From an optimization exercise on the open Yosys and OpenROAD flow, aimed at small area; shortcuts taken in it are not production practice. At most, simulation tests tie the RTL to the original design; equivalence was not proved. The RTL of run 1 was laid out without a check of its function. Power figures rest on the tool's default switching activity, not on a simulated workload.

==> design.v <==
package firPkg;
    typedef logic signed [17:0] sampleT;    
    localparam logic [107:0] InitCoef0 = {
        18'h01111, 18'h03333, 18'h0999a, 18'h26667, 18'h19999, 18'h06666
    };
    localparam logic [89:0] InitCoef1 = {
        18'h3c000, 18'h10000, 18'h09999, 18'h06666, 18'h03333
    };
endpackage
`timescale 1ns/10ps
module firChannel #(
    parameter int              N        = 6,
    parameter int              Base     = 0,
    parameter logic [18*N-1:0] InitCoef = '0
) (
    input  logic        iClk,
    input  logic        iRst,
    input  logic        iChanged,
    input  logic [17:0] iData,
    input  logic        iCoefWrEn,
    input  logic [3:0]  iCoefWrAddr,
    input  logic [17:0] iCoefWrData,
    output logic        oChanged,
    output logic [17:0] oData
);
    localparam logic [3:0] StF1   = 4'd9;     
    localparam logic [3:0] StF0   = 4'd10;    
    localparam logic [3:0] StWait = 4'd14;    
    localparam logic [3:0] StIdle = 4'd15;
    logic [2:0]  ph;           
    logic        togQ;         
    logic [3:0]  st;           
    logic [2:0]  vcnt;         
    logic        newS;
    logic        lastPh;
    logic        first;
    logic        act;
    logic        wait0;
    logic        go;
    logic        lastGo;
    logic        valid;
    logic        bOne;
    logic        bTwo;
    logic        bNeg;
    logic [17:0] coef;
    assign newS   = iChanged ^ togQ;
    assign lastPh = (ph == 3'(N - 1));
    assign first  = (ph == 3'd0);
    assign act    = (st <= 4'd8);
    assign wait0  = (st == StWait);
    assign go     = act | (wait0 & first);
    assign lastGo = (st == 4'd8) & lastPh;
    assign valid  = go & (first | ({1'b0, vcnt} + {1'b0, ph} > 4'(N)));
    always_ff @(posedge iClk or posedge iRst) begin
        if (iRst) begin
            ph <= '0;
            togQ <= 1'b0;
            st <= StIdle;
            oChanged <= 1'b0;
            vcnt <= '0;
        end else begin
            ph <= lastPh ? '0 : ph + 1'b1;
            togQ <= iChanged;
            if (newS) begin
                st <= StWait;
                if (vcnt != 3'(N))
                    vcnt <= vcnt + 1'b1;
            end else if (wait0 & first) begin
                st <= 4'd0;
            end else if ((act & lastPh) | (st == StF1)) begin
                st <= st + 1'b1;
            end else if (st == StF0) begin
                st <= StIdle;
                oChanged <= ~oChanged;
            end
        end
    end
    coefRing #(.N(N), .Base(Base), .InitCoef(InitCoef)) uCoef (
        .iClk, .iRst, .ph, .iCoefWrEn, .iCoefWrAddr, .iCoefWrData, .head(coef)
    );
    sampleRing #(.N(N)) uSamp (
        .iClk, .newS, .iData, .go, .first, .rndZero(st == 4'd0 || wait0), .valid,
        .bOne, .bTwo, .bNeg
    );
    macUnit uMac (
        .iClk, .shiftIn(act & first), .zeroIn(iRst | (wait0 & first)),
        .bOne, .bTwo, .bNeg, .coef, .result(oData)
    );
endmodule
`timescale 1ns/10ps
module sampleRing #(
    parameter int N = 6
) (
    input  logic        iClk,
    input  logic        newS,       
    input  logic [17:0] iData,
    input  logic        go,         
    input  logic        first,      
    input  logic        rndZero,    
    input  logic        valid,      
    output logic        bOne,       
    output logic        bTwo,       
    output logic        bNeg        
);
    logic [17:0] sampQ [N];
    logic [2:0]  dig;               
    always_ff @(posedge iClk) begin
        if (newS)
            sampQ[0] <= iData;
        else if (go)
            sampQ[0] <= {sampQ[N-1][1:0], sampQ[N-1][17:2]};
        for (int i = 1; i < N; i++)
            if (newS | go)
                sampQ[i] <= sampQ[i-1];
    end
    always_comb begin
        if (first)
            dig = {sampQ[0][1:0], sampQ[0][17]};
        else
            dig = {sampQ[0][17:16], sampQ[0][15]};
        if (rndZero)
            dig[0] = 1'b0;
        bOne = valid & (dig[1] ^ dig[0]);
        bTwo = valid & ((dig[2] & ~dig[1] & ~dig[0]) | (~dig[2] & dig[1] & dig[0]));
        bNeg = valid & dig[2];
    end
endmodule
`timescale 1ns/10ps
module coefRing #(
    parameter int              N        = 6,
    parameter int              Base     = 0,
    parameter logic [18*N-1:0] InitCoef = '0
) (
    input  logic        iClk,
    input  logic        iRst,
    input  logic [2:0]  ph,
    input  logic        iCoefWrEn,
    input  logic [3:0]  iCoefWrAddr,
    input  logic [17:0] iCoefWrData,
    output logic [17:0] head
);
    function automatic int tapOf(input int p);
        tapOf = (p == 0) ? 0 : N - p;
    endfunction
    logic [17:0] coefQ [N];
    logic [17:0] wdHi;
    logic [17:0] wdLo;
    assign wdHi = iCoefWrData | {18{iRst}};
    assign wdLo = iCoefWrData & ~{18{iRst}};
    logic [3:0] tap;
    logic [3:0] pos;
    logic       hit;
    always_comb begin
        tap = iCoefWrAddr - 4'(Base);
        hit = iCoefWrEn && (tap < 4'(N));
        pos = tap + {1'b0, ph};
        if (pos >= 4'(N))
            pos = pos - 4'(N);
        pos = 4'(N - 1) - pos;
    end
    for (genvar i = 0; i < N; i++) begin : gCoef
        logic        we;
        logic [17:0] wd;
        logic [17:0] initV;
        assign initV = InitCoef[18*tapOf(i) +: 18];
        assign wd = (initV & wdHi) | (~initV & wdLo);
        assign we = iRst | (hit && pos == 4'(i));
        always_ff @(posedge iClk)
            coefQ[i] <= we ? wd : coefQ[(i + 1) % N];
    end
    assign head = coefQ[0];
endmodule
`timescale 1ns/10ps
module macUnit (
    input  logic        iClk,
    input  logic        shiftIn,    
    input  logic        zeroIn,     
    input  logic        bOne,
    input  logic        bTwo,
    input  logic        bNeg,
    input  logic [17:0] coef,
    output logic [17:0] result
);
    logic [21:0] acc;
    logic        pc;         
    logic        pcNext;
    logic [21:0] mag;
    logic [21:0] bx;
    logic [21:0] accIn;
    logic [1:0]  midIn;      
    logic        hiCin;
    logic [21:0] sum;
    logic        cy;
    always_comb begin
        mag = '0;
        if (bOne)
            mag = {{4{coef[17]}}, coef};
        else if (bTwo)
            mag = {{3{coef[17]}}, coef, 1'b0};
        bx = mag ^ {22{bNeg}};
        if (shiftIn)
            accIn = {{2{acc[21]}}, acc[21:2]};
        else if (zeroIn)
            accIn = '0;
        else
            accIn = acc;
        if (shiftIn) begin
            midIn = acc[12:11] + {1'b0, pc};
            hiCin = acc[12] & acc[11] & pc;
        end else begin
            midIn = accIn[10:9];
            hiCin = pc & ~zeroIn;
        end
        cy = bNeg;
        for (int i = 0; i < 11; i++) begin
            logic a;
            a = (i >= 9) ? midIn[i-9] : accIn[i];
            sum[i] = a ^ bx[i] ^ cy;
            cy = (a & bx[i]) | (a & cy) | (bx[i] & cy);
        end
        pcNext = cy;
        cy = hiCin;
        for (int i = 11; i < 22; i++) begin
            sum[i] = accIn[i] ^ bx[i] ^ cy;
            cy = (accIn[i] & bx[i]) | (accIn[i] & cy) | (bx[i] & cy);
        end
    end
    always_ff @(posedge iClk) begin
        acc <= sum;
        pc <= pcNext;
    end
    assign result = acc[17:0];
endmodule
`timescale 1ns/10ps
module firEngine (
    input  logic           iClk,
    input  logic           iRst,
    input  logic           iData0Changed,    
    input  firPkg::sampleT iData0,
    input  logic           iData1Changed,
    input  firPkg::sampleT iData1,
    input  logic           iCoefWrEn,
    input  logic [3:0]     iCoefWrAddr,
    input  firPkg::sampleT iCoefWrData,
    output logic           oData0Changed,    
    output firPkg::sampleT oData0,
    output logic           oData1Changed,
    output firPkg::sampleT oData1
);
    firChannel #(.N(6), .Base(0), .InitCoef(firPkg::InitCoef0)) uCh0 (
        .iClk, .iRst, .iChanged(iData0Changed), .iData(iData0),
        .iCoefWrEn, .iCoefWrAddr, .iCoefWrData,
        .oChanged(oData0Changed), .oData(oData0)
    );
    firChannel #(.N(5), .Base(8), .InitCoef(firPkg::InitCoef1)) uCh1 (
        .iClk, .iRst, .iChanged(iData1Changed), .iData(iData1),
        .iCoefWrEn, .iCoefWrAddr, .iCoefWrData,
        .oChanged(oData1Changed), .oData(oData1)
    );
endmodule
==> flow/run.sh <==
#!/bin/bash
# Standard ORFS layout with these changes:
#  - ports are buffered with the smallest buffer
#  - clock tree synthesis adds no dummy loads and clusters up to 18 flip-flops
#    (within 70 um) on each leaf buffer
# Each tool's full log is under orfs/logs/; make's output is in standard.log.
set -euo pipefail
rm -rf scripts
cp -r "$FLOW_HOME/scripts" scripts
cat > scripts/abc_area.script <<'A'
strash
&get -n
&synch2
&nf -R 1000
&put
topo
A
export SCRIPTS_DIR="$PWD/scripts"
export BUFFER_PORTS_ARGS="-buffer_cell sky130_fd_sc_hd__buf_1"
export CTS_ARGS="-sink_clustering_enable -repair_clock_nets -dont_use_dummy_load -buf_list {sky130_fd_sc_hd__clkbuf_4 sky130_fd_sc_hd__clkbuf_8} -sink_clustering_size 18 -sink_clustering_max_diameter 70"
bash standard.sh > standard.log 2>&1
==> standard.sh <==
#!/bin/bash
# synth_recipe.tcl (not shown) runs the flow's synth.tcl, then flattens the netlist and writes it again
# the make line also repeats each setting of config.mk as NAME=value (left out here)
make -C /OpenROAD-flow-scripts/flow DESIGN_CONFIG=/design/flow/config.mk WORK_HOME=/design/flow/orfs CLKGATE_MAP_FILE= SYNTH_SCRIPT=/design/flow/synth_recipe.tcl "${@:-finish}"
==> config.mk <==
export PLATFORM = sky130hd
export DESIGN_NAME = firEngine
export DESIGN_NICKNAME = firEngine
export VERILOG_FILES = /design/flow/design.v
export SDC_FILE = /design/flow/constraint.sdc
export NUM_CORES = 4
export LEC_CHECK = 0
export ABC_AREA = 1
export CAP_MARGIN = 20
export CORE_MARGIN = 2
export CORE_UTILIZATION = 65
export SLEW_MARGIN = 20
==> constraint.sdc <==
create_clock -name core_clock -period 8.0 [get_ports {iClk}]
set_input_delay 1.6000 -clock core_clock [delete_from_list [all_inputs] [get_ports {iClk}]]
set_output_delay 1.6000 -clock core_clock [all_outputs]
set_load 0.01 [all_outputs]
==> impl_metrics.py, run 1 <==
metrics = {
    "global_route": {
        "grt_max_degree": 91,
        "overflow": 0,
        "antenna_found_initial": 0,
        "grt_first_pass_wirelength_um": 52800,
        "grt_use_total_pct": 23.1,
        "grt_pass1_vias": 10300,
    },
    "floorplanning": {
        "ios": 101,
        "fp.dieW_um": 169,
        "die_h_um": 169,
        "dieArea_sq_um": 28700,
        "core-area_sq_um": 26900,
        "fp-row-count": 60,
        "start_util_pct": 66.1,
    },
    "worst_hold_path": {
        "min_path_type": "register to register",
    },
    "layout": {
        "areaGrowthSynthToFinish_pct": 7.03,
        "diodes": 0,
        "layout-drive-gt1-share_pct": 4.95,
        "fin_nets": 1779,
        "final_cell_count_no_fill": 1979,
    },
    "worst_setup_path": {
        "max_stage_delay_ns": 0.83,
        "cp_max_fo": 18,
        "worst_ep_required_time_ns": 8.47,
        "slowest_stage": "nor3_1",
        "cpMostUsedCell": "fa_1",
        "cp.arrival_ns": 7.51,
        "critPathKind": "register to register",
        "cp-end-kind": "register",
        "crit_chain": "nor3_1 > mux2i_1 > a311oi_1 > nand3b_1 > a21oi_1 > buf_4 > nand2_1 > nand2_1 > xor2_1 > fa_1 > clkinv_1 > fa_1 > fa_1 > fa_1 > fa_1 > fa_1 > fa_1 > fa_1 > fa_1 > fa_1 > xor2_1 > xnor2_1",
        "cp-start-kind": "register",
    },
    "sta": {
        "rsz0062_at_grt": "no",
        "tightest_slew_ns": 1.03,
        "relSlewSlack_pct": 31.0,
        "finalHoldViolCount": 0,
        "finalWorstSetupSlack_ns": 0.958,
        "finClkSkew_ns": 0.0554,
        "setup_viol": 0,
        "finalMaxSlewViolations": 0,
        "final.setup.tns_ns": 0,
        "timing.fmax_ghz": 0.142,
        "finalCritPeriodShare_pct": 88.0,
        "fin_crit_ns": 7.04,
    },
    "drt": {
        "via_per_inst": 5.48,
        "drt_iter0_markers": 753,
        "ant_nets": 0,
        "routedWlPerCell_um": 16.6,
        "drtPass1Iterations": 7,
        "routed_wl_um": 32900,
        "num_vias": 10800,
        "drc": 0,
    },
    "synthesis": {
        "synth_nets": 1659,
        "ys_warn_count": 11,
        "yosys.area.top_type": "edfxtp_1",
        "synth_area_per_cell_sq_um": 11.7,
        "synth_top_cell_area_share_pct": 33.5,
        "synth_common_cells": "nand2_1, dfxtp_1, o21ai_0",
        "syn_inst": 1520,
        "synthMostInstantiatedCell": "nand2_1",
        "ys.flop_type": "dfxtp_1",
        "synth_edf_count": 198,
        "netlist_area_sq_um": 17800,
        "synthTopCellsByArea": "edfxtp_1, dfxtp_1, nand2_1",
        "synth_cell_types": 48,
        "synth_seq_cells": 466,
        "postSynth.asyncResetShare_pct": 5.15,
        "yosysSeqAreaShare_pct": 64.4,
    },
    "place": {
        "gp_congestion": 0.807,
        "hpwl_um": 21800,
        "port_buffers": 100,
        "dpl.cell_count": 1948,
        "pre_cts_slack_ns": 1.05,
    },
    "clock_network": {
        "postCtsSetupRepairBufs": 0,
        "cts.sinks": 466,
        "clock_latency_ns": 0.61,
        "postCtsResizedCells": 0,
        "htree_levels": 1,
        "numCtsBuffers": 30,
        "path_clk_slew_ns": 0.11,
        "clockBufferDepth": 3,
        "clock-root-buffer": "clkbuf_8",
        "cts_tree": "built",
        "ctsHoldBuffers": 0,
    },
    "power_and_ir_drop": {
        "p_leak_nw": 7.17,
        "vdd_drop_max_mv": 0.176,
        "power_density_nw_per_um2": 266,
    },
    "run_status": {
        "status": "complete, no violations",
    },
    "run": {
        "maxCapViolCount": 0,
    },
}
per-stage QoR:
step	power (mW)	hold WS, ns	area [sq um]	util (%)
after CTS	5.11	0.385	19000	70.6
after global routing	5.34	0.405	19000	70.7
after floorplan	3.90	0.400	17800	-
after global placement	4.08	0.401	18600	69.1
after detailed placement	4.12	0.405	18600	69.1
final	5.06	0.384	19000	70.7
where the power goes:
group,internal (mW),switching (mW)
combinational,0.334,0.547
sequential,2.98,0.206
clock,0.336,0.657
worst paths after layout:
| path | start | endpoint | depth (start not counted) | slack (ns) |
|---|---|---|---|---|
| min in group asynchronous | iRst | uCh1.ph[2] | 2 | 1.42 |
| max reg2reg | uCh0.ph[1] | uCh0.uMac.acc[21] | 22 | 0.96 |
| max in group asynchronous | iRst | uCh1.vcnt[1] | 2 | 6.06 |
| max | uCh0.ph[1] | uCh0.uMac.acc[21] | 22 | 0.96 |
| min reg2reg | uCh1.uCoef.coefQ[1][6] | uCh1.uCoef.coefQ[0][6] | 2 | 0.38 |
| min | uCh1.uCoef.coefQ[1][6] | uCh1.uCoef.coefQ[0][6] | 2 | 0.38 |
registers in the layout (all words and copies together), names as in the netlist, 4 cells and up:
name              flops
uCh0.uMac.acc        22
uCh1.uCoef.coefQ     90
uCh1.uMac.acc        22
uCh1.st               4
uCh0.uCoef.coefQ    108
uCh0.uSamp.sampQ    108
uCh1.uSamp.sampQ     90
uCh0.st               4
final cells by class:
cell class,count,area (sq um)
Clock buffer,30,413
Fill cell,2033,7860
Inverter,61,230
Multi-Input combinational cell,957,5930
Sequential cell,466,11400
Tap cell,341,427
Timing Repair Buffer,124,577
layout by cell type, fill, tap and decap left out, types with 13 or more instances in the layout:
cell type / netlist / final
a21oi_1: 50 / 47
a22oi_1: 24 / 24
and3_1: 31 / 31
buf_1: 0 / 99
buf_4: 36 / 23
clkbuf_8: 0 / 30
clkinv_1: 61 / 60
dfrtp_1: 16 / 16
dfxtp_1: 244 / 244
edfxtp_1: 198 / 198
fa_1: 44 / 44
ha_1: 32 / 32
mux2_1: 19 / 19
nand2_1: 350 / 350
nand3_1: 14 / 13
nor2_1: 38 / 31
o21ai_0: 223 / 223
xnor2_1: 36 / 34
xor2_1: 31 / 30
routing by layer:
layer / global-route usage, % / share of wire, % / vias to the layer above
li1: - / - / 5428
met1: 33.5 / 47 / 5183
met2: 37.6 / 47 / 181
met3: 2.66 / 3.5 / 47
met4: 5.98 / 2.5 / 0
met5: 0 / 0 / -
worst max-delay path: cells and delay by family, from the launching register on:
kind,cells,cell delay [ns]
compound gates,2,0.60
xor+xnor,3,0.51
fa+ha+maj,10,3.69
buf+inv,2,0.31
flops,1,0.49
mux,1,0.17
simple gates,4,1.13
kinds of logic after synthesis:
kind of cell	count (synthesis)	share of synthesized area, %
mux	25	1.54
compound gates	322	9.85
simple gates	467	10.9
buf+inv	97	2.81
flops	466	64.4
fa+ha+maj	76	7.21
xor+xnor	67	3.30
==> inputs of run 2 (changes only) <==
--- a/design.v
+++ b/design.v
@@ -142,14 +142,15 @@
     function automatic int tapOf(input int p);
         tapOf = (p == 0) ? 0 : N - p;
     endfunction
-    logic [17:0] coefQ [N];
-    logic [17:0] wdHi;
-    logic [17:0] wdLo;
+    logic [N-1:0][17:0] coefQ;
+    logic [17:0]  wdHi;
+    logic [17:0]  wdLo;
+    logic [3:0]   tap;
+    logic [3:0]   pos;
+    logic         hit;
+    logic [N-1:0] we;
     assign wdHi = iCoefWrData | {18{iRst}};
     assign wdLo = iCoefWrData & ~{18{iRst}};
-    logic [3:0] tap;
-    logic [3:0] pos;
-    logic       hit;
     always_comb begin
         tap = iCoefWrAddr - 4'(Base);
         hit = iCoefWrEn && (tap < 4'(N));
@@ -157,16 +158,16 @@
         if (pos >= 4'(N))
             pos = pos - 4'(N);
         pos = 4'(N - 1) - pos;
-    end
-    for (genvar i = 0; i < N; i++) begin : gCoef
-        logic        we;
-        logic [17:0] wd;
-        logic [17:0] initV;
-        assign initV = InitCoef[18*tapOf(i) +: 18];
-        assign wd = (initV & wdHi) | (~initV & wdLo);
-        assign we = iRst | (hit && pos == 4'(i));
-        always_ff @(posedge iClk)
-            coefQ[i] <= we ? wd : coefQ[(i + 1) % N];
+        for (int i = 0; i < N; i++)
+            we[i] = iRst | (hit && pos == 4'(i));
+    end
+    always_ff @(posedge iClk) begin
+        for (int i = 0; i < N; i++) begin
+            if (we[i])
+                coefQ[i] <= (InitCoef[18*tapOf(i) +: 18] & wdHi) | (~InitCoef[18*tapOf(i) +: 18] & wdLo);
+            else
+                coefQ[i] <= coefQ[(i + 1) % N];
+        end
     end
     assign head = coefQ[0];
 endmodule
@@ -188,6 +189,7 @@
     logic [21:0] bx;
     logic [21:0] accIn;
     logic [1:0]  midIn;      
+    logic [10:0] loIn;
     logic        hiCin;
     logic [21:0] sum;
     logic        cy;
@@ -211,12 +213,11 @@
             midIn = accIn[10:9];
             hiCin = pc & ~zeroIn;
         end
+        loIn = {midIn, accIn[8:0]};
         cy = bNeg;
         for (int i = 0; i < 11; i++) begin
-            logic a;
-            a = (i >= 9) ? midIn[i-9] : accIn[i];
-            sum[i] = a ^ bx[i] ^ cy;
-            cy = (a & bx[i]) | (a & cy) | (bx[i] & cy);
+            sum[i] = loIn[i] ^ bx[i] ^ cy;
+            cy = (loIn[i] & bx[i]) | (loIn[i] & cy) | (bx[i] & cy);
         end
         pcNext = cy;
         cy = hiCin;
--- a/flow/run.sh
+++ b/flow/run.sh
@@ -13,6 +13,21 @@
 &synch2
 &nf -R 1000
 &put
+strash
+&get -n
+&dch -f
+&nf -R 1000
+&put
+strash
+&get -n
+&synch2
+&nf -R 1000
+&put
+strash
+&get -n
+&dch -f
+&nf -R 1000
+&put
 topo
 A
 export SCRIPTS_DIR="$PWD/scripts"
==> run 2 against run 1 <==
Compared with the run above: power about the same; first-iteration DRC count decreased by 6.8%; clock power about the same; via count decreased by 4.2%; final area decreased by 1.2%; die area decreased by 1.5%; sequential share of layout area increased by 0.71 points; synthesized cell count decreased by 6.9%; clock-buffer cell count increased by 1; critical path type unchanged; critical endpoint unchanged.
==> impl_metrics.py, run 2 <==
metrics = {
    "run_status": {
        "status": "complete, no violations",
    },
    "synthesis": {
        "synth_compound_area_share_pct": 11.1,
        "ys_warn_count": 9,
        "synth_nets": 1554,
        "synth_cell_types": 36,
        "synth_edf_count": 198,
        "synth_xor_area_share_pct": 3.05,
        "synth_seq_cells": 466,
        "synth_area_per_cell_sq_um": 12.4,
        "syn_inst": 1415,
        "yosysSeqAreaShare_pct": 65.4,
        "postSynth.asyncResetShare_pct": 5.15,
        "synth_top_cell_area_share_pct": 34.0,
        "synthTopCellsByArea": "edfxtp_1, dfxtp_1, o21ai_0",
        "netlist_area_sq_um": 17500,
        "ys.flop_type": "dfxtp_1",
        "yosys.area_share.simple_pct": 7.59,
        "synth_top_family_by_area": "compound AO/OA/AOI/OAI gates",
        "synthAdderAreaFrac_pct": 7.32,
        "synth_common_cells": "dfxtp_1, nand2_1, o21ai_0",
        "synthMostInstantiatedCell": "dfxtp_1",
        "synth_mux_area_share_pct": 2.72,
        "yosys.area.top_type": "edfxtp_1",
    },
    "worst_hold_path": {
        "worstHoldStart": "uCh0.uCoef.coefQ[25]",
        "hold_depth": 2,
        "min_path_type": "register to register",
        "hold_path_end": "uCh0.uCoef.coefQ[7]",
    },
    "power_and_ir_drop": {
        "power_density_nw_per_um2": 269,
        "combPwrFrac_pct": 17.0,
        "p_leak_nw": 6.90,
        "p_seq_share_pct": 63.1,
        "netSwitchingFraction_pct": 27.7,
        "power_mw": 5.06,
        "p_sw_mw": 1.40,
        "clkPwrFrac_pct": 19.9,
        "p_int_mw": 3.66,
        "vdd_drop_max_mv": 0.238,
    },
    "global_route": {
        "grt_pass1_vias": 9932,
        "grt_use_total_pct": 22.2,
        "grt_first_pass_wirelength_um": 50200,
        "antenna_found_initial": 0,
        "grtUsageMet2_pct": 36.9,
        "grt-busiest-layer": "met2",
        "grt_max_degree": 91,
        "use_met3_pct": 2.52,
        "met1_usage_pct": 32.1,
        "overflow": 0,
    },
    "run": {
        "maxCapViolCount": 0,
    },
    "layout": {
        "mostFrequentLayoutCell": "dfxtp_1",
        "largestRegisters": "uCh0.uCoef.coefQ: 108 flops, uCh0.uSamp.sampQ: 108 flops",
        "layout-drive-gt1-share_pct": 5.73,
        "most-common-layout-cells": "dfxtp_1, nand2_1, o21ai_0, edfxtp_1, buf_1",
        "diodes": 0,
        "fin_nets": 1678,
        "areaGrowthSynthToFinish_pct": 7.39,
        "fin_area_sq_um": 18800,
        "final_core_util_pct": 70.3,
    },
    "worst_setup_path": {
        "r2r_end": "uCh0.uMac.acc[21]",
        "cp-start-kind": "register",
        "crit_chain": "or3_1 > nor2_1 > o21ai_0 > nor3_2 > buf_4 > a22oi_1 > xnor2_1 > fa_1 > clkinv_1 > fa_1 > fa_1 > fa_1 > fa_1 > fa_1 > fa_1 > fa_1 > fa_1 > fa_1 > xor2_1 > xnor2_1",
        "rr_startpoint": "uCh0.ph[2]",
        "cp.arrival_ns": 7.33,
        "slowest_stage": "or3_1",
        "cpMostUsedCell": "fa_1",
        "critPathKind": "register to register",
        "cp-end-kind": "register",
        "max_stage_delay_ns": 0.51,
        "worst_ep_required_time_ns": 8.46,
        "ff2ff_setup_slack_ns": 1.13,
        "reg2regPathDepth": 20,
        "cp_max_fo": 19,
    },
    "sta": {
        "tightest_slew_ns": 1.00,
        "setup_viol": 0,
        "finalCritPeriodShare_pct": 85.8,
        "timing.fmax_ghz": 0.146,
        "relSlewSlack_pct": 33.1,
        "finalMaxSlewViolations": 0,
        "finClkSkew_ns": 0.0546,
        "finalWorstSetupSlack_ns": 1.13,
        "rsz0062_at_grt": "no",
        "fin_crit_ns": 6.87,
        "final.setup.tns_ns": 0,
        "finalHoldViolCount": 0,
    },
    "place": {
        "gp_congestion": 0.789,
        "hpwl_um": 20500,
        "pre_cts_slack_ns": 0.890,
        "place_area_sq_um": 18300,
        "port_buffers": 100,
    },
    "drt": {
        "drtPass1Iterations": 5,
        "ant_nets": 0,
        "routed_wl_um": 31300,
        "num_vias": 10400,
        "via_per_inst": 5.53,
        "drc": 0,
        "drt_iter0_markers": 702,
        "routedWlPerCell_um": 16.7,
    },
    "clock_network": {
        "clock-root-buffer": "clkbuf_8",
        "cts.sinks": 466,
        "htree_levels": 1,
        "path_clk_slew_ns": 0.11,
        "ctsHoldBuffers": 0,
        "clockBufferDepth": 3,
        "numCtsBuffers": 31,
        "cts_tree": "built",
        "clock_latency_ns": 0.60,
        "postCtsResizedCells": 0,
        "postCtsSetupRepairBufs": 0,
    },
    "floorplanning": {
        "ios": 101,
        "start_util_pct": 65.5,
        "fp.dieW_um": 168,
        "dieArea_sq_um": 28300,
        "die_h_um": 168,
        "core-area_sq_um": 26700,
        "fp-row-count": 60,
    },
}
[run 2: how the worst max path moves through the flow]
stage,startpoint,end,slack [ns]
2_1_floorplan,iRst,uCh1.uMac.acc[21],0.83
3_3_place_gp,iRst,uCh0.uMac.acc[21],0.97
3_5_place_dp,iRst,uCh0.uMac.acc[21],0.89
4_1_cts,uCh0.ph[2],uCh0.uMac.acc[21],1.15
5_1_grt,uCh0.ph[2],uCh0.uMac.acc[21],0.78
6_report,uCh0.ph[2],uCh0.uMac.acc[21],1.13
[run 2: cells by family (layout without fill, tap and decap cells)]
logic type,Yosys count,after routing
AOI/OAI and AO/OA,341,341
xor gates and xnor gates,61,61
adders and majority gates,76,76
buffers and inverters,96,218
DFF,466,466
muxes,43,43
and+or+nand+nor,332,332
[run 2: area by class of cell]
class                      instances  area, sq um
sequential                       466        11400
fill                            2006         7930
multi-input combinational        853         5670
timing repair buffer             127          607
clock buffer                      31          427
tap                              341          427
inverter                          60          225
[run 2: layer usage]
| metal | part of all wire (%) | wire length, um |
|---|---|---|
| met2 | 47 | 14700 |
| met5 | 0 | 0 |
| met3 | 3.2 | 1020 |
| met1 | 47 | 14800 |
| met4 | 2.2 | 677 |
[run 2: critical path: cells and delay by family (launching register included)]
family          cells  cell delay, ns
fa+ha+maj          10            3.76
xor+xnor            3            0.51
compound gates      2            0.42
simple gates        3            1.22
buf+inv             2            0.32
flops               1            0.47
[run 2: power by group through the flow]
| stage | Sequential, mW | Combinational, mW | Clock, mW |
|---|---|---|---|
| 2_1_floorplan | 3.18 | 0.717 | 0 |
| 6_report | 3.20 | 0.860 | 1.01 |
| 3_3_place_gp | 3.23 | 0.838 | 0 |
| 4_1_cts | 3.20 | 0.870 | 1.04 |
| 3_5_place_dp | 3.25 | 0.865 | 0 |
| 5_1_grt | 3.24 | 0.994 | 1.11 |
[run 2: per-stage QoR]
stage / cells / hold slack, ns
after floorplan: 1415 / 0.400
after detailed placement: 1845 / 0.405
after global placement: 1845 / 0.401
final: 1878 / 0.368
after CTS: 1876 / 0.376
after global routing: 1878 / 0.401
==> inputs of run 3 (changes only) <==
--- a/flow/run.sh
+++ b/flow/run.sh
@@ -13,21 +13,6 @@
 &synch2
 &nf -R 1000
 &put
-strash
-&get -n
-&dch -f
-&nf -R 1000
-&put
-strash
-&get -n
-&synch2
-&nf -R 1000
-&put
-strash
-&get -n
-&dch -f
-&nf -R 1000
-&put
 topo
 A
 export SCRIPTS_DIR="$PWD/scripts"
==> run 3 against run 2 <==
Compared with the run above: final area is 1.3% higher; utilization is 0.49 points higher; global-route usage is 0.83 points higher; power is 0.27% higher; sequential power hardly changed; clock power hardly changed; critical path depth is 2 higher; worst setup slack worse by 0.053 ns; largest power group unchanged.
==> impl_metrics.py, run 3 <==
metrics = {
    "drt": {
        "routed_wl_um": 32800,
        "num_vias": 10900,
        "drc": 0,
        "drt_iter0_markers": 741,
        "via_per_inst": 5.53,
        "drtPass1Iterations": 5,
        "routedWlPerCell_um": 16.6,
        "ant_nets": 0,
    },
    "worst_setup_path": {
        "crit_buf_inv": 2,
        "slowest_stage": "nor3_1",
        "cpMostUsedCell": "fa_1",
        "critPathKind": "register to register",
        "cp.arrival_ns": 7.40,
        "crit_family": "adder cells",
        "worst_ep_required_time_ns": 8.48,
        "max_stage_delay_ns": 0.78,
        "crit_chain": "nor3_1 > mux2i_1 > a311oi_1 > nand3b_1 > a21oi_1 > buf_4 > nand2_1 > nand2_1 > xor2_1 > fa_1 > clkinv_1 > fa_1 > fa_1 > fa_1 > fa_1 > fa_1 > fa_1 > fa_1 > fa_1 > fa_1 > xor2_1 > xnor2_1",
        "cp-start-kind": "register",
        "cp-end-kind": "register",
        "cp_max_fo": 18,
    },
    "synthesis": {
        "synth_seq_cells": 466,
        "synth_top_cell_area_share_pct": 33.5,
        "syn_inst": 1516,
        "netlist_area_sq_um": 17800,
        "yosysSeqAreaShare_pct": 64.4,
        "synthTopCellsByArea": "edfxtp_1, dfxtp_1, nand2_1",
        "postSynth.asyncResetShare_pct": 5.15,
        "synthMostInstantiatedCell": "nand2_1",
        "yosys.area.top_type": "edfxtp_1",
        "ys_warn_count": 9,
        "synth_area_per_cell_sq_um": 11.7,
        "synth_cell_types": 46,
        "ys.flop_type": "dfxtp_1",
        "synth_common_cells": "nand2_1, dfxtp_1, o21ai_0",
        "synth_edf_count": 198,
        "synth_nets": 1655,
    },
    "clock_network": {
        "clock_latency_ns": 0.60,
        "postCtsSetupRepairBufs": 0,
        "cts.sinks": 466,
        "ctsHoldBuffers": 0,
        "path_clk_slew_ns": 0.11,
        "htree_levels": 1,
        "numCtsBuffers": 30,
        "cts_tree": "built",
        "postCtsResizedCells": 0,
        "clockBufferDepth": 3,
        "clock-root-buffer": "clkbuf_8",
    },
    "sta": {
        "rsz0062_at_grt": "no",
        "final.setup.tns_ns": 0,
        "relSlewSlack_pct": 29.7,
        "finalCritPeriodShare_pct": 86.5,
        "finalWorstSetupSlack_ns": 1.08,
        "finClkSkew_ns": 0.0249,
        "finalHoldViolCount": 0,
        "timing.fmax_ghz": 0.145,
        "tightest_slew_ns": 1.05,
        "fin_crit_ns": 6.92,
        "hold_ws_ns": 0.408,
        "finalMaxSlewViolations": 0,
        "setup_viol": 0,
    },
    "place": {
        "hpwl_um": 21600,
        "gp_congestion": 0.792,
        "place_area_sq_um": 18600,
        "port_buffers": 100,
        "pre_cts_slack_ns": 1.13,
    },
    "layout": {
        "most-common-layout-cells": "nand2_1, dfxtp_1, o21ai_0, edfxtp_1, buf_1",
        "fin_nets": 1776,
        "fin_area_sq_um": 19000,
        "mostFrequentLayoutCell": "nand2_1",
        "layout-drive-gt1-share_pct": 4.95,
        "areaGrowthSynthToFinish_pct": 7.14,
        "largestRegisters": "uCh0.uCoef.coefQ: 108 flops, uCh0.uSamp.sampQ: 108 flops",
        "diodes": 0,
    },
    "global_route": {
        "grt_use_total_pct": 23.1,
        "antenna_found_initial": 0,
        "grt_first_pass_wirelength_um": 52800,
        "grt_pass1_vias": 10300,
        "overflow": 0,
        "grt_max_degree": 91,
    },
    "power_and_ir_drop": {
        "netSwitchingFraction_pct": 27.9,
        "p_int_mw": 3.66,
        "p_seq_share_pct": 62.9,
        "vdd_drop_max_mv": 0.224,
        "power_mw": 5.08,
        "clkPwrFrac_pct": 19.6,
        "p_sw_mw": 1.42,
        "combPwrFrac_pct": 17.4,
        "power_density_nw_per_um2": 267,
        "p_leak_nw": 7.19,
    },
    "floorplanning": {
        "fp-row-count": 60,
        "start_util_pct": 66.1,
        "dieArea_sq_um": 28700,
        "ios": 101,
        "fp.dieW_um": 169,
        "die_h_um": 169,
        "core-area_sq_um": 26900,
    },
    "run": {
        "maxCapViolCount": 0,
    },
    "run_status": {
        "status": "complete, no violations",
    },
    "worst_hold_path": {
        "min_path_type": "register to register",
    },
}
==> run 3: changes by cell type in the layout (fill, tap and decap cells not counted), moves of 3 or more <==
cell	delta
and3_1	+31
nor2_2	-4
xnor2_1	+11
nor2_1	-11
a22oi_1	-44
nand3_1	+8
mux2_1	-16
o21ai_0	-3
a21oi_1	+29
and2_0	-3
xor2_1	-6
nand2_1	+106
nor3_2	-4
a22o_1	-5
==> run 3: power groups by stage <==
stage               logic [mW]  registers, mW  clock network [mW]
finish                   0.885           3.20               0.996
global route              1.02           3.24                1.10
CTS                      0.893           3.20                1.03
detailed placement       0.884           3.25                   0
global placement         0.865           3.23                   0
floorplan                0.728           3.18                   0
==> run 3: path summary, 6_finish.rpt <==
path | slack (ns) | startpoint | end | cells past startpoint
setup / recovery | 1.08 | uCh0.ph[0] | uCh0.uMac.acc[21] | 22
hold / removal | 0.41 | uCh0.uSamp.sampQ[2][7] | uCh0.uSamp.sampQ[3][7] | 0
setup reg to reg | 1.08 | uCh0.ph[0] | uCh0.uMac.acc[21] | 22
hold reg to reg | 0.41 | uCh0.uSamp.sampQ[2][7] | uCh0.uSamp.sampQ[3][7] | 0
max in group asynchronous | 5.75 | iRst | uCh0.st[2] | 4
min in group asynchronous | 1.91 | iRst | uCh1.ph[1] | 4
==> run 3: through the flow <==
step                std cells  utilization (%)
floorplan                1516                -
global placement         1945             69.2
detailed placement       1945             69.2
CTS                      1975             70.7
global route             1976             70.8
finish                   1976             70.8
==> run 3: final cells by class <==
type	count	area [sq um]
Sequential cell	466	11400
Timing Repair Buffer	125	584
Clock buffer	30	413
Tap cell	341	427
Fill cell	2003	7850
Inverter	61	229
Multi-Input combinational cell	953	5940
==> run 3: cells by family (layout without fill, tap and decap cells) <==
group / count (synthesis) / after routing / share of synthesized area (%)
muxes: 27 / 27 / 1.66
DFF: 466 / 466 / 64.4
and+or+nand+nor: 461 / 461 / 10.8
adders and majority gates: 76 / 76 / 7.21
xor gates and xnor gates: 67 / 67 / 3.30
buffers and inverters: 97 / 216 / 2.81
AOI/OAI and AO/OA: 322 / 322 / 9.83
==> run 3: layer usage <==
metal,vias up,routed length (um),GRT usage [%]
met5,-,0,0
met3,44,1380,2.45
li1,5413,-,-
met1,5226,15600,34.1
met2,235,15000,37.1
met4,0,818,5.80
==> inputs of run 4 (changes only) <==
==> flow/run.sh (replaced) <==
#!/bin/bash
# Standard ORFS layout with these changes:
#  - ports are buffered with the smallest buffer
#  - clock tree synthesis adds no dummy loads and clusters up to 10 flip-flops
#    (within 40 um) on each leaf buffer
# Each tool's full log is under orfs/logs/; make's output is in standard.log.
set -euo pipefail
rm -rf scripts
cp -r "$FLOW_HOME/scripts" scripts
cat > scripts/abc_area.script <<'A'
strash
&get -n
&synch2
&nf -R 1000
&put
strash
&get -n
&dch -f
&nf -R 1000
&put
strash
&get -n
&synch2
&nf -R 1000
&put
strash
&get -n
&dch -f
&nf -R 1000
&put
topo
A
export SCRIPTS_DIR="$PWD/scripts"
export BUFFER_PORTS_ARGS="-buffer_cell sky130_fd_sc_hd__buf_1"
export CTS_ARGS="-sink_clustering_enable -repair_clock_nets -dont_use_dummy_load -buf_list {sky130_fd_sc_hd__clkbuf_4} -sink_clustering_size 10 -sink_clustering_max_diameter 40"
bash standard.sh > standard.log 2>&1
==> run 4 against run 3 <==
Compared with the run above: worst hold slack worse by 0.020 ns; fmax rose by 1.4%; sequential power hardly changed; cell count down 3.6%; area after synthesis is 1.5% lower; worst setup slack gained 0.098 ns; power fell by 0.43%; clock-buffer cell count rose by 26; first-iteration DRC count is 19% lower; wire length shrank 4.4%; critical endpoint unchanged.
==> impl_metrics.py, run 4 <==
metrics = {
    "sta": {
        "final.setup.tns_ns": 0,
        "setup_viol": 0,
        "relSlewSlack_pct": 33.2,
        "finalCritPeriodShare_pct": 85.2,
        "finClkSkew_ns": 0.0495,
        "fin_crit_ns": 6.82,
        "finalHoldViolCount": 0,
        "finalWorstSetupSlack_ns": 1.18,
        "timing.fmax_ghz": 0.147,
        "finalMaxSlewViolations": 0,
        "tightest_slew_ns": 1.00,
        "rsz0062_at_grt": "no",
    },
    "worst_setup_path": {
        "cp_max_fo": 19,
        "worst_ep_required_time_ns": 8.55,
        "critPathKind": "register to register",
        "cp.arrival_ns": 7.37,
        "cp-end-kind": "register",
        "cp-start-kind": "register",
    },
    "place": {
        "hpwl_um": 20500,
        "dpl.cell_count": 1845,
        "gp_congestion": 0.789,
        "pre_cts_slack_ns": 0.890,
        "port_buffers": 100,
    },
    "clock_network": {
        "htree_levels": 2,
        "numCtsBuffers": 56,
        "clock_latency_ns": 0.71,
        "clock-root-buffer": "clkbuf_4",
        "clockBufferDepth": 3,
        "cts.sinks": 466,
        "postCtsSetupRepairBufs": 0,
        "cts_tree": "built",
        "postCtsResizedCells": 0,
        "path_clk_slew_ns": 0.09,
        "ctsHoldBuffers": 0,
    },
    "synthesis": {
        "netlist_area_sq_um": 17500,
        "yosys.area_share.simple_pct": 7.59,
        "synthAdderAreaFrac_pct": 7.32,
        "synth_cell_types": 36,
        "synth_mux_area_share_pct": 2.72,
        "ys.flop_type": "dfxtp_1",
        "syn_inst": 1415,
        "synth_xor_area_share_pct": 3.05,
        "postSynth.asyncResetShare_pct": 5.15,
        "synth_top_cell_area_share_pct": 34.0,
        "synth_top_family_by_area": "compound AO/OA/AOI/OAI gates",
        "ys_warn_count": 9,
        "synthTopCellsByArea": "edfxtp_1, dfxtp_1, o21ai_0",
        "synth_nets": 1554,
        "synth_compound_area_share_pct": 11.1,
        "synthMostInstantiatedCell": "dfxtp_1",
        "synth_area_per_cell_sq_um": 12.4,
        "synth_seq_cells": 466,
        "yosysSeqAreaShare_pct": 65.4,
        "yosys.area.top_type": "edfxtp_1",
        "synth_edf_count": 198,
        "synth_common_cells": "dfxtp_1, nand2_1, o21ai_0",
    },
    "drt": {
        "drtPass1Iterations": 5,
        "routed_wl_um": 31400,
        "routedWlPerCell_um": 16.5,
        "ant_nets": 0,
        "drt_iter0_markers": 598,
        "num_vias": 10500,
        "via_per_inst": 5.52,
        "drc": 0,
    },
    "layout": {
        "layout-drive-gt1-share_pct": 7.23,
        "num-fill-cells": 2027,
        "largestRegisters": "uCh0.uCoef.coefQ: 108 flops, uCh0.uSamp.sampQ: 108 flops",
        "areaGrowthSynthToFinish_pct": 7.37,
        "mostFrequentLayoutCell": "dfxtp_1",
        "multi_input_comb_area_sq_um": 5670,
        "final_cell_count_no_fill": 1904,
        "fin_nets": 1703,
        "most-common-layout-cells": "dfxtp_1, nand2_1, o21ai_0, edfxtp_1, buf_1",
        "seq_area_sq_um": 11400,
    },
    "global_route": {
        "grt_first_pass_wirelength_um": 50700,
        "grt_use_total_pct": 22.5,
        "overflow": 0,
        "grt_max_degree": 91,
        "antenna_found_initial": 1,
        "grt_pass1_vias": 10200,
    },
    "floorplanning": {
        "fp.dieW_um": 168,
        "dieArea_sq_um": 28300,
        "ios": 101,
        "fp-row-count": 60,
        "die_h_um": 168,
        "start_util_pct": 65.5,
        "core-area_sq_um": 26700,
    },
    "run": {
        "maxCapViolCount": 0,
    },
    "power_and_ir_drop": {
        "power_density_nw_per_um2": 269,
        "vdd_drop_max_mv": 0.213,
        "power_mw": 5.05,
        "p_leak_nw": 6.93,
    },
    "run_status": {
        "status": "complete, no violations",
    },
    "worst_hold_path": {
        "min_path_type": "register to register",
    },
}
run 4: worst max-delay path: stages, from the launching register on:
cell      delay (ns)
dfrtp_1         0.46
or3_1           0.51
nor2_1          0.49
o21ai_0         0.29
nor3_2          0.22
buf_4           0.24
a22oi_1         0.13
xnor2_1         0.20
fa_1            0.20
clkinv_1        0.08
fa_1            0.38
fa_1            0.40
fa_1            0.40
fa_1            0.41
fa_1            0.39
fa_1            0.40
fa_1            0.42
fa_1            0.39
fa_1            0.38
xor2_1          0.18
xnor2_1         0.13
run 4: layout make-up:
cell class                 instances  share of cell area [%]
multi-input combinational        853                    30.2
clock buffer                      56                    2.24
sequential                       466                    60.9
timing repair buffer             127                    3.23
antenna                            1                  0.0133
inverter                          60                    1.20
tap                              341                    2.27
run 4: cells by family (layout without fill, tap and decap cells):
group | count (synthesis) | in the layout
xor gates and xnor gates | 61 | 61
AOI/OAI and AO/OA | 341 | 341
other | 0 | 1
muxes | 43 | 43
buffers and inverters | 96 | 243
adders and majority gates | 76 | 76
and+or+nand+nor | 332 | 332
DFF | 466 | 466
run 4: worst paths after layout:
path                                        start                      to  slack (ns)  cells after the start
max                                    uCh0.ph[2]       uCh0.uMac.acc[21]        1.18                     20
min                        uCh0.uSamp.sampQ[2][7]  uCh0.uSamp.sampQ[3][7]        0.39                      0
max reg2reg                            uCh0.ph[2]       uCh0.uMac.acc[21]        1.18                     20
min reg2reg                uCh0.uSamp.sampQ[2][7]  uCh0.uSamp.sampQ[3][7]        0.39                      0
max in group asynchronous                    iRst              uCh0.ph[2]        5.78                      4
min in group asynchronous                    iRst           uCh0.oChanged        1.43                      3
run 4: routing by layer:
| layer | vias to the layer above | track usage [%] | wire length (um) |
|---|---|---|---|
| met4 | 0 | 6.75 | 722 |
| met1 | 5010 | 31.7 | 14700 |
| met5 | - | 0 | 0 |
| met3 | 55 | 3.46 | 1340 |
| met2 | 209 | 36.9 | 14600 |
| li1 | 5227 | - | - |
run 4: per-stage QoR:
stage,util (%),instance area [sq um],hold WS (ns)
after floorplan,-,17500,0.400
after global placement,68.6,18300,0.401
after detailed placement,68.6,18300,0.405
after CTS,70.1,18700,0.393
after global routing,70.3,18800,0.391
final,70.3,18800,0.388
run 4: report_power, final:
part	total, mW	internal [mW]	switching [mW]
sequential	3.20	2.98	0.213
clock	1.00	0.321	0.681
combinational	0.857	0.332	0.525
==> inputs of run 5 (changes only) <==
--- a/design.v
+++ b/design.v
@@ -43,6 +43,31 @@
     logic        bTwo;
     logic        bNeg;
     logic [17:0] coef;
+    function automatic logic [2:0] phStep(input logic [2:0] p);
+        phStep = 3'd0;
+        for (int k = 0; k < N - 1; k++)
+            if (p == 3'(k))
+                phStep = 3'(k + 1);
+    endfunction
+    function automatic logic [3:0] stStep(input logic [3:0] q);
+        stStep = 4'd0;
+        for (int k = 0; k < 10; k++)
+            if (q == 4'(k))
+                stStep = 4'(k + 1);
+    endfunction
+    function automatic logic [2:0] vcntStep(input logic [2:0] v);
+        vcntStep = 3'(N);
+        for (int k = 0; k < N; k++)
+            if (v == 3'(k))
+                vcntStep = 3'(k + 1);
+    endfunction
+    function automatic logic tapValid(input logic [2:0] p, input logic [2:0] v);
+        tapValid = 1'b0;
+        for (int k = 1; k < N; k++)
+            for (int c = N - k + 1; c <= N; c++)
+                if (p == 3'(k) && v == 3'(c))
+                    tapValid = 1'b1;
+    endfunction
     assign newS   = iChanged ^ togQ;
     assign lastPh = (ph == 3'(N - 1));
     assign first  = (ph == 3'd0);
@@ -50,7 +75,7 @@
     assign wait0  = (st == StWait);
     assign go     = act | (wait0 & first);
     assign lastGo = (st == 4'd8) & lastPh;
-    assign valid  = go & (first | ({1'b0, vcnt} + {1'b0, ph} > 4'(N)));
+    assign valid  = go & (first | tapValid(ph, vcnt));
     always_ff @(posedge iClk or posedge iRst) begin
         if (iRst) begin
             ph <= '0;
@@ -59,16 +84,15 @@
             oChanged <= 1'b0;
             vcnt <= '0;
         end else begin
-            ph <= lastPh ? '0 : ph + 1'b1;
+            ph <= phStep(ph);
             togQ <= iChanged;
             if (newS) begin
                 st <= StWait;
-                if (vcnt != 3'(N))
-                    vcnt <= vcnt + 1'b1;
+                vcnt <= vcntStep(vcnt);
             end else if (wait0 & first) begin
                 st <= 4'd0;
             end else if ((act & lastPh) | (st == StF1)) begin
-                st <= st + 1'b1;
+                st <= stStep(st);
             end else if (st == StF0) begin
                 st <= StIdle;
                 oChanged <= ~oChanged;
@@ -145,21 +169,16 @@
     logic [N-1:0][17:0] coefQ;
     logic [17:0]  wdHi;
     logic [17:0]  wdLo;
-    logic [3:0]   tap;
-    logic [3:0]   pos;
-    logic         hit;
     logic [N-1:0] we;
     assign wdHi = iCoefWrData | {18{iRst}};
     assign wdLo = iCoefWrData & ~{18{iRst}};
     always_comb begin
-        tap = iCoefWrAddr - 4'(Base);
-        hit = iCoefWrEn && (tap < 4'(N));
-        pos = tap + {1'b0, ph};
-        if (pos >= 4'(N))
-            pos = pos - 4'(N);
-        pos = 4'(N - 1) - pos;
-        for (int i = 0; i < N; i++)
-            we[i] = iRst | (hit && pos == 4'(i));
+        for (int i = 0; i < N; i++) begin
+            we[i] = iRst;
+            for (int p = 0; p < N; p++)
+                if (ph == 3'(p) && iCoefWrEn && iCoefWrAddr == 4'(Base + tapOf((i + p + 1) % N)))
+                    we[i] = 1'b1;
+        end
     end
     always_ff @(posedge iClk) begin
         for (int i = 0; i < N; i++) begin
--- a/config.mk
+++ b/config.mk
@@ -6,7 +6,7 @@
 export NUM_CORES = 4
 export LEC_CHECK = 0
 export ABC_AREA = 1
-export CAP_MARGIN = 20
+export CAP_MARGIN = 0
 export CORE_MARGIN = 2
 export CORE_UTILIZATION = 65
-export SLEW_MARGIN = 20
+export SLEW_MARGIN = 0
==> run 5 against run 4 <==
Compared with the run above: still clean; die area shrank 1.9%; sequential share of layout area rose by 1.3 points; clock skew is 0.013 ns higher; utilization rose by 0.46 points; non-clock buffer count shrank 1; first-iteration DRC count is 62% higher; worst hold slack improved by 0.026 ns; combinational power grew 4.1%; final area shrank 2.1%; flip-flop and latch count did not move; critical path type unchanged; largest cell class unchanged; largest power group unchanged.
==> impl_metrics.py, run 5 <==
metrics = {
    "run_status": {
        "status": "complete, no violations",
    },
    "power_and_ir_drop": {
        "p_leak_nw": 6.74,
        "p_sw_mw": 1.44,
        "clkPwrFrac_pct": 19.7,
        "combPwrFrac_pct": 17.7,
        "p_seq_share_pct": 62.7,
        "vdd_drop_max_mv": 0.185,
        "netSwitchingFraction_pct": 28.4,
        "p_int_mw": 3.61,
        "power_density_nw_per_um2": 275,
    },
    "worst_setup_path": {
        "critPathKind": "register to register",
        "worst_ep_required_time_ns": 8.59,
        "cp-end-kind": "register",
        "max_stage_delay_ns": 0.55,
        "slowest_stage": "nor3_1",
        "cp-start-kind": "register",
        "crit_family": "adder cells",
        "crit_chain": "or3_1 > nor3_1 > a21oi_1 > a21oi_1 > o21ai_0 > nor3_2 > buf_4 > a22oi_1 > xnor2_1 > fa_1 > clkinv_1 > fa_1 > fa_1 > fa_1 > fa_1 > fa_1 > fa_1 > fa_1 > fa_1 > fa_1 > xor2_1 > xnor2_1",
        "cpMostUsedCell": "fa_1",
        "cp_max_fo": 19,
        "crit_buf_inv": 2,
        "cp.arrival_ns": 7.71,
    },
    "drt": {
        "drc": 0,
        "num_vias": 11100,
        "routed_wl_um": 33600,
        "routedWlPerCell_um": 17.2,
        "via_per_inst": 5.72,
        "drt_iter0_markers": 970,
        "ant_nets": 0,
        "drtPass1Iterations": 5,
    },
    "clock_network": {
        "cts.sinks": 466,
        "ctsHoldBuffers": 0,
        "numCtsBuffers": 55,
        "clockBufferDepth": 3,
        "htree_levels": 2,
        "postCtsSetupRepairBufs": 0,
        "clock_latency_ns": 0.72,
        "cts_tree": "built",
        "postCtsResizedCells": 0,
        "clock-root-buffer": "clkbuf_4",
        "path_clk_slew_ns": 0.10,
    },
    "synthesis": {
        "synth_area_per_cell_sq_um": 11.7,
        "synth_edf_count": 198,
        "postSynth.asyncResetShare_pct": 5.15,
        "ys.flop_type": "dfxtp_1",
        "synth_cell_types": 46,
        "syn_inst": 1464,
        "synth_nets": 1569,
        "yosysSeqAreaShare_pct": 66.7,
        "synth_seq_cells": 466,
        "yosys.area.top_type": "edfxtp_1",
        "ys_warn_count": 9,
        "synth_top_cell_area_share_pct": 34.7,
        "synthTopCellsByArea": "edfxtp_1, dfxtp_1, nor2_1",
        "synthMostInstantiatedCell": "nor2_1",
        "synth_common_cells": "nor2_1, dfxtp_1, a21oi_1",
        "netlist_area_sq_um": 17200,
    },
    "place": {
        "hpwl_um": 21500,
        "place_area_sq_um": 18000,
        "pre_cts_slack_ns": 0.897,
        "port_buffers": 100,
        "gp_congestion": 0.874,
    },
    "global_route": {
        "grt_pass1_vias": 10900,
        "grt_max_degree": 91,
        "antenna_found_initial": 1,
        "grt_use_total_pct": 24.4,
        "grt_first_pass_wirelength_um": 54700,
        "overflow": 0,
    },
    "sta": {
        "setup_viol": 0,
        "finalCritPeriodShare_pct": 89.0,
        "final.setup.tns_ns": 0,
        "hold_ws_ns": 0.414,
        "finalHoldViolCount": 0,
        "rsz0062_at_grt": "no",
        "finalMaxSlewViolations": 0,
        "fin_crit_ns": 7.12,
        "tightest_slew_ns": 1.12,
        "relSlewSlack_pct": 25.2,
        "finalWorstSetupSlack_ns": 0.880,
        "finClkSkew_ns": 0.0628,
        "timing.fmax_ghz": 0.140,
    },
    "layout": {
        "fin_area_sq_um": 18400,
        "final_core_util_pct": 70.8,
        "most-common-layout-cells": "nor2_1, dfxtp_1, a21oi_1, edfxtp_1, buf_1",
        "num-fill-cells": 1963,
        "largestRegisters": "uCh0.uCoef.coefQ: 108 flops, uCh0.uSamp.sampQ: 108 flops",
        "mostFrequentLayoutCell": "nor2_1",
        "layout-drive-gt1-share_pct": 6.77,
        "areaGrowthSynthToFinish_pct": 7.17,
        "fin_nets": 1716,
    },
    "floorplanning": {
        "fp-row-count": 59,
        "dieArea_sq_um": 27700,
        "fp.dieW_um": 166,
        "start_util_pct": 66.0,
        "die_h_um": 166,
        "core-area_sq_um": 26000,
        "ios": 101,
    },
    "run": {
        "maxCapViolCount": 0,
    },
    "worst_hold_path": {
        "min_path_type": "register to register",
    },
}
[run 5: cell types whose count changed in the layout (fill, tap and decap cells not counted), moves of 9 or more]
cell / change
o21ai_0: -185
a21oi_1: +186
ha_1: -30
mux2_1: -35
nand2_1: -178
clkinv_1: -18
xnor2_1: -9
nor2_1: +290
o22ai_1: +12
[run 5: power by group through the flow]
stage                     registers, mW  clock network [mW]  logic [mW]
after floorplan                    3.15                   0       0.741
after global placement             3.20                   0       0.877
after detailed placement           3.21                   0       0.896
after CTS                          3.16                1.03       0.907
after global routing               3.20                1.13        1.03
final                              3.16               0.994       0.892
[run 5: kinds of logic (layout without fill, tap and decap cells)]
group	after synthesis	count (layout)	synth area share (%)
flip-flops	466	466	66.7
AND/OR/NAND/NOR	456	456	10.7
AO/OA/AOI/OAI	363	363	12.2
buffers and inverters	78	223	2.49
XOR/XNOR	50	50	2.55
adder cells (fa/ha/maj)	42	42	4.81
multiplexers	9	9	0.532
other	0	2	0
[run 5: metrics by stage]
step | std cells | total power, mW
2_1_floorplan | 1464 | 3.89
3_3_place_gp | 1889 | 4.07
3_5_place_dp | 1889 | 4.11
4_1_cts | 1944 | 5.10
5_1_grt | 1945 | 5.35
6_report | 1946 | 5.05
[run 5: path summary, 6_finish.rpt]
| path | start | endpoint | slack [ns] | cells past startpoint |
|---|---|---|---|---|
| worst max-delay path | uCh1.ph[0] | uCh1.uMac.acc[21] | 0.88 | 22 |
| worst min-delay path | uCh0.uSamp.sampQ[1][9] | uCh0.uSamp.sampQ[2][9] | 0.41 | 0 |
| worst max register to register | uCh1.ph[0] | uCh1.uMac.acc[21] | 0.88 | 22 |
| worst min register to register | uCh0.uSamp.sampQ[1][9] | uCh0.uSamp.sampQ[2][9] | 0.41 | 0 |
| max in group asynchronous | iRst | uCh1.st[2] | 5.87 | 4 |
| min in group asynchronous | iRst | uCh0.ph[2] | 1.28 | 3 |
[run 5: cell type report]
class | count | area, sq um | share of cell area (%)
diodes | 2 | 5.00 | 0.0272
clock buffers | 55 | 413 | 2.25
inverters | 42 | 158 | 0.857
multi-input cells | 920 | 5380 | 29.3
flip-flops and latches | 466 | 11400 | 62.2
well taps | 335 | 419 | 2.28
repair buffers | 126 | 572 | 3.11
[run 5: worst reg2reg max path: stages (launching register included)]
cell	delay [ns]
dfrtp_1	0.52
or3_1	0.46
nor3_1	0.55
a21oi_1	0.18
a21oi_1	0.15
o21ai_0	0.20
nor3_2	0.25
buf_4	0.24
a22oi_1	0.13
xnor2_1	0.20
fa_1	0.20
clkinv_1	0.08
fa_1	0.39
fa_1	0.40
fa_1	0.40
fa_1	0.39
fa_1	0.41
fa_1	0.39
fa_1	0.39
fa_1	0.39
fa_1	0.39
xor2_1	0.18
xnor2_1	0.14
[run 5: metal layers]
metal | GRT usage [%] | wire, um
met1 | 34.5 | 15000
met2 | 39.3 | 15700
met3 | 3.66 | 1840
met4 | 8.40 | 1000
met5 | 0 | 0
==> inputs of run 6 (changes only) <==
--- a/config.mk
+++ b/config.mk
@@ -6,7 +6,7 @@
 export NUM_CORES = 4
 export LEC_CHECK = 0
 export ABC_AREA = 1
-export CAP_MARGIN = 0
+export CAP_MARGIN = 20
 export CORE_MARGIN = 2
-export CORE_UTILIZATION = 65
-export SLEW_MARGIN = 0
+export CORE_UTILIZATION = 75
+export SLEW_MARGIN = 20
==> run 6 against run 5 <==
Compared with the run above: still clean on timing, DRC and antenna; area after synthesis is the same; fmax shrank 1.6%; via count grew 0.12%; combinational power grew 1%; critical path type unchanged.
==> impl_metrics.py, run 6 <==
metrics = {
    "layout": {
        "largestRegisters": "uCh0.uCoef.coefQ: 108 flops, uCh0.uSamp.sampQ: 108 flops",
        "mostFrequentLayoutCell": "nor2_1",
        "areaGrowthSynthToFinish_pct": 6.85,
        "most-common-layout-cells": "nor2_1, dfxtp_1, a21oi_1, edfxtp_1, buf_1",
        "layout-drive-gt1-share_pct": 6.77,
        "fin_nets": 1716,
    },
    "power_and_ir_drop": {
        "vdd_drop_max_mv": 0.216,
        "combPwrFrac_pct": 17.9,
        "power_density_nw_per_um2": 276,
        "p_int_mw": 3.62,
        "netSwitchingFraction_pct": 28.4,
        "p_sw_mw": 1.44,
        "clkPwrFrac_pct": 19.5,
        "p_leak_nw": 6.74,
        "power_mw": 5.05,
        "p_seq_share_pct": 62.6,
    },
    "floorplanning": {
        "dieArea_sq_um": 24100,
        "ios": 101,
        "core-area_sq_um": 22600,
        "fp.dieW_um": 155,
        "die_h_um": 155,
        "fp-row-count": 55,
        "start_util_pct": 76.0,
    },
    "sta": {
        "timing.fmax_ghz": 0.138,
        "finalMaxSlewViolations": 0,
        "setup_viol": 0,
        "finalCritPeriodShare_pct": 90.5,
        "fin_crit_ns": 7.24,
        "finalHoldViolCount": 0,
        "relSlewSlack_pct": 33.1,
        "finClkSkew_ns": 0.0757,
        "final.setup.tns_ns": 0,
        "rsz0062_at_grt": "no",
        "tightest_slew_ns": 1.00,
    },
    "synthesis": {
        "synth_seq_cells": 466,
        "yosys.area.top_type": "edfxtp_1",
        "netlist_area_sq_um": 17200,
        "synthMostInstantiatedCell": "nor2_1",
        "synth_top_cell_area_share_pct": 34.7,
        "synth_common_cells": "nor2_1, dfxtp_1, a21oi_1",
        "synthTopCellsByArea": "edfxtp_1, dfxtp_1, nor2_1",
        "ys_warn_count": 9,
        "yosysSeqAreaShare_pct": 66.7,
        "synth_cell_types": 46,
        "synth_nets": 1569,
        "synth_area_per_cell_sq_um": 11.7,
        "ys.flop_type": "dfxtp_1",
        "postSynth.asyncResetShare_pct": 5.15,
        "synth_edf_count": 198,
        "syn_inst": 1464,
    },
    "clock_network": {
        "clock_latency_ns": 0.70,
        "numCtsBuffers": 55,
        "postCtsSetupRepairBufs": 0,
        "postCtsResizedCells": 0,
        "clockBufferDepth": 3,
        "ctsHoldBuffers": 0,
        "cts_tree": "built",
        "cts.sinks": 466,
        "path_clk_slew_ns": 0.10,
        "htree_levels": 2,
        "clock-root-buffer": "clkbuf_4",
    },
    "worst_setup_path": {
        "crit_buf_inv": 2,
        "cpMostUsedCell": "fa_1",
        "cp-start-kind": "register",
        "max_stage_delay_ns": 0.57,
        "cp.arrival_ns": 7.79,
        "cp_max_fo": 19,
        "worst_ep_required_time_ns": 8.56,
        "crit_chain": "or3_1 > nor3_1 > a21oi_1 > a21oi_1 > o21ai_0 > nor3_2 > buf_4 > a22oi_1 > xnor2_1 > fa_1 > clkinv_1 > fa_1 > fa_1 > fa_1 > fa_1 > fa_1 > fa_1 > fa_1 > fa_1 > fa_1 > xor2_1 > xnor2_1",
        "slowest_stage": "nor3_1",
        "critPathKind": "register to register",
        "cp-end-kind": "register",
        "crit_family": "adder cells",
    },
    "global_route": {
        "overflow": 0,
        "grt_use_total_pct": 27.1,
        "grt_max_degree": 91,
        "grt_first_pass_wirelength_um": 51600,
        "grt_pass1_vias": 10500,
        "antenna_found_initial": 2,
    },
    "drt": {
        "num_vias": 11200,
        "ant_nets": 0,
        "routed_wl_um": 32500,
        "drc": 0,
        "via_per_inst": 5.88,
        "drt_iter0_markers": 1099,
        "routedWlPerCell_um": 17.1,
        "drtPass1Iterations": 5,
    },
    "run": {
        "maxCapViolCount": 0,
    },
    "place": {
        "port_buffers": 100,
        "hpwl_um": 21100,
        "gp_congestion": 0.834,
    },
    "worst_hold_path": {
        "min_path_type": "register to register",
    },
    "run_status": {
        "status": "complete, no violations",
    },
}
==> run 6: kinds of logic after synthesis <==
family / after synthesis / synth area share, %
fa+ha+maj: 42 / 4.81
flops: 466 / 66.7
simple gates: 456 / 10.7
compound gates: 363 / 12.2
mux: 9 / 0.532
buf+inv: 78 / 2.49
xor+xnor: 50 / 2.55
==> run 6: metrics by stage <==
stage	instances	hold WS, ns	util, %	cell area, sq um	worst slack (ns)
after floorplan	1464	0.400	-	17200	0.754
after global placement	1838	0.400	79.3	17900	1.10
after detailed placement	1838	0.405	79.3	17900	0.950
after CTS	1893	0.409	81.1	18300	0.939
after global routing	1895	0.420	81.2	18300	0.410
final	1897	0.413	81.2	18300	0.762
==> run 6: power groups by stage <==
stage / Sequential [mW] / Combinational (mW) / Clock, mW
finish: 3.16 / 0.904 / 0.987
global route: 3.20 / 1.03 / 1.09
CTS: 3.16 / 0.909 / 1.01
detailed placement: 3.21 / 0.901 / 0
global placement: 3.19 / 0.862 / 0
floorplan: 3.15 / 0.741 / 0
==> run 6: path summary, 6_finish.rpt <==
kind,start,depth (start not counted),endpoint,slack (ns)
min,uCh0.uSamp.sampQ[2][7],0,uCh0.uSamp.sampQ[3][7],0.41
min in group asynchronous,iRst,3,uCh1.ph[1],1.54
max reg2reg,uCh1.ph[1],22,uCh1.uMac.acc[21],0.76
max in group asynchronous,iRst,3,uCh1.vcnt[1],5.79
min reg2reg,uCh0.uSamp.sampQ[2][7],0,uCh0.uSamp.sampQ[3][7],0.41
max,uCh1.ph[1],22,uCh1.uMac.acc[21],0.76
==> run 6: routing by layer <==
layer / vias to the layer above / GRT usage (%) / part of all wire [%]
li1: 5397 / - / -
met5: - / 0 / 0
met3: 67 / 3.96 / 5.4
met4: 0 / 8.96 / 2.5
met2: 337 / 44.5 / 48
met1: 5349 / 38.0 / 44
==> run 6: final cells by class <==
type                       count  area [sq um]
fill                        1385          4240
antenna                        3          7.51
sequential                   466         11400
inverter                      42           158
multi-input combinational    920          5380
clock buffer                  55           413
tap                          285           357
timing repair buffer         126           576
==> run 6: worst register-to-register path, delay by kind of cell (launching register included) <==
family                     cells  cell delay [ns]
AOI/OAI and AO/OA              4             0.76
xor gates and xnor gates       3             0.52
adders and majority gates     10             3.78
buffers and inverters          2             0.31
DFF                            1             0.46
and+or+nand+nor                3             1.27

## port drivers added, routing unchanged
The results above use ideal ports. As a check the final layouts listed here were re-extracted and re-timed, cells and wires unchanged.
Step 1 (the two cells are an assumption about what drives the block):
set clk [get_ports {iClk}]
set_driving_cell -lib_cell sky130_fd_sc_hd__clkbuf_16 $clk
set_driving_cell -lib_cell sky130_fd_sc_hd__buf_2 [delete_from_list [all_inputs] $clk]
Step 2 also shifts input and output timing later by t, the mid clock arrival at the registers, as if the neighbouring blocks saw the same clock.
a / b / c = no drivers / after step 1 / after step 2; a / b = the first two.
| run | t (ns) | slack for setup (ns) | worst register clock-pin slew, ns |
|---|---|---|---|
| run 1 | 0.628 | 0.958 / 0.958 / 0.958 | 0.11 / 0.11 |
| run 2 | 0.623 | 1.134 / 1.134 / 0.846 | 0.11 / 0.11 |
| run 3 | 0.633 | 1.082 / 1.082 / 1.082 | 0.11 / 0.11 |
| run 4 | 0.728 | 1.180 / 1.180 / 0.818 | 0.11 / 0.11 |
| run 5 | 0.736 | 0.880 / 0.880 / 0.880 | 0.11 / 0.11 |
| run 6 | 0.715 | 0.762 / 0.762 / 0.762 | 0.11 / 0.11 |
After both steps setup and hold are still met in every run listed. The setup slack of run 4, which loses most, moves by 0.000 ns with the drivers and by -0.362 ns with both steps.
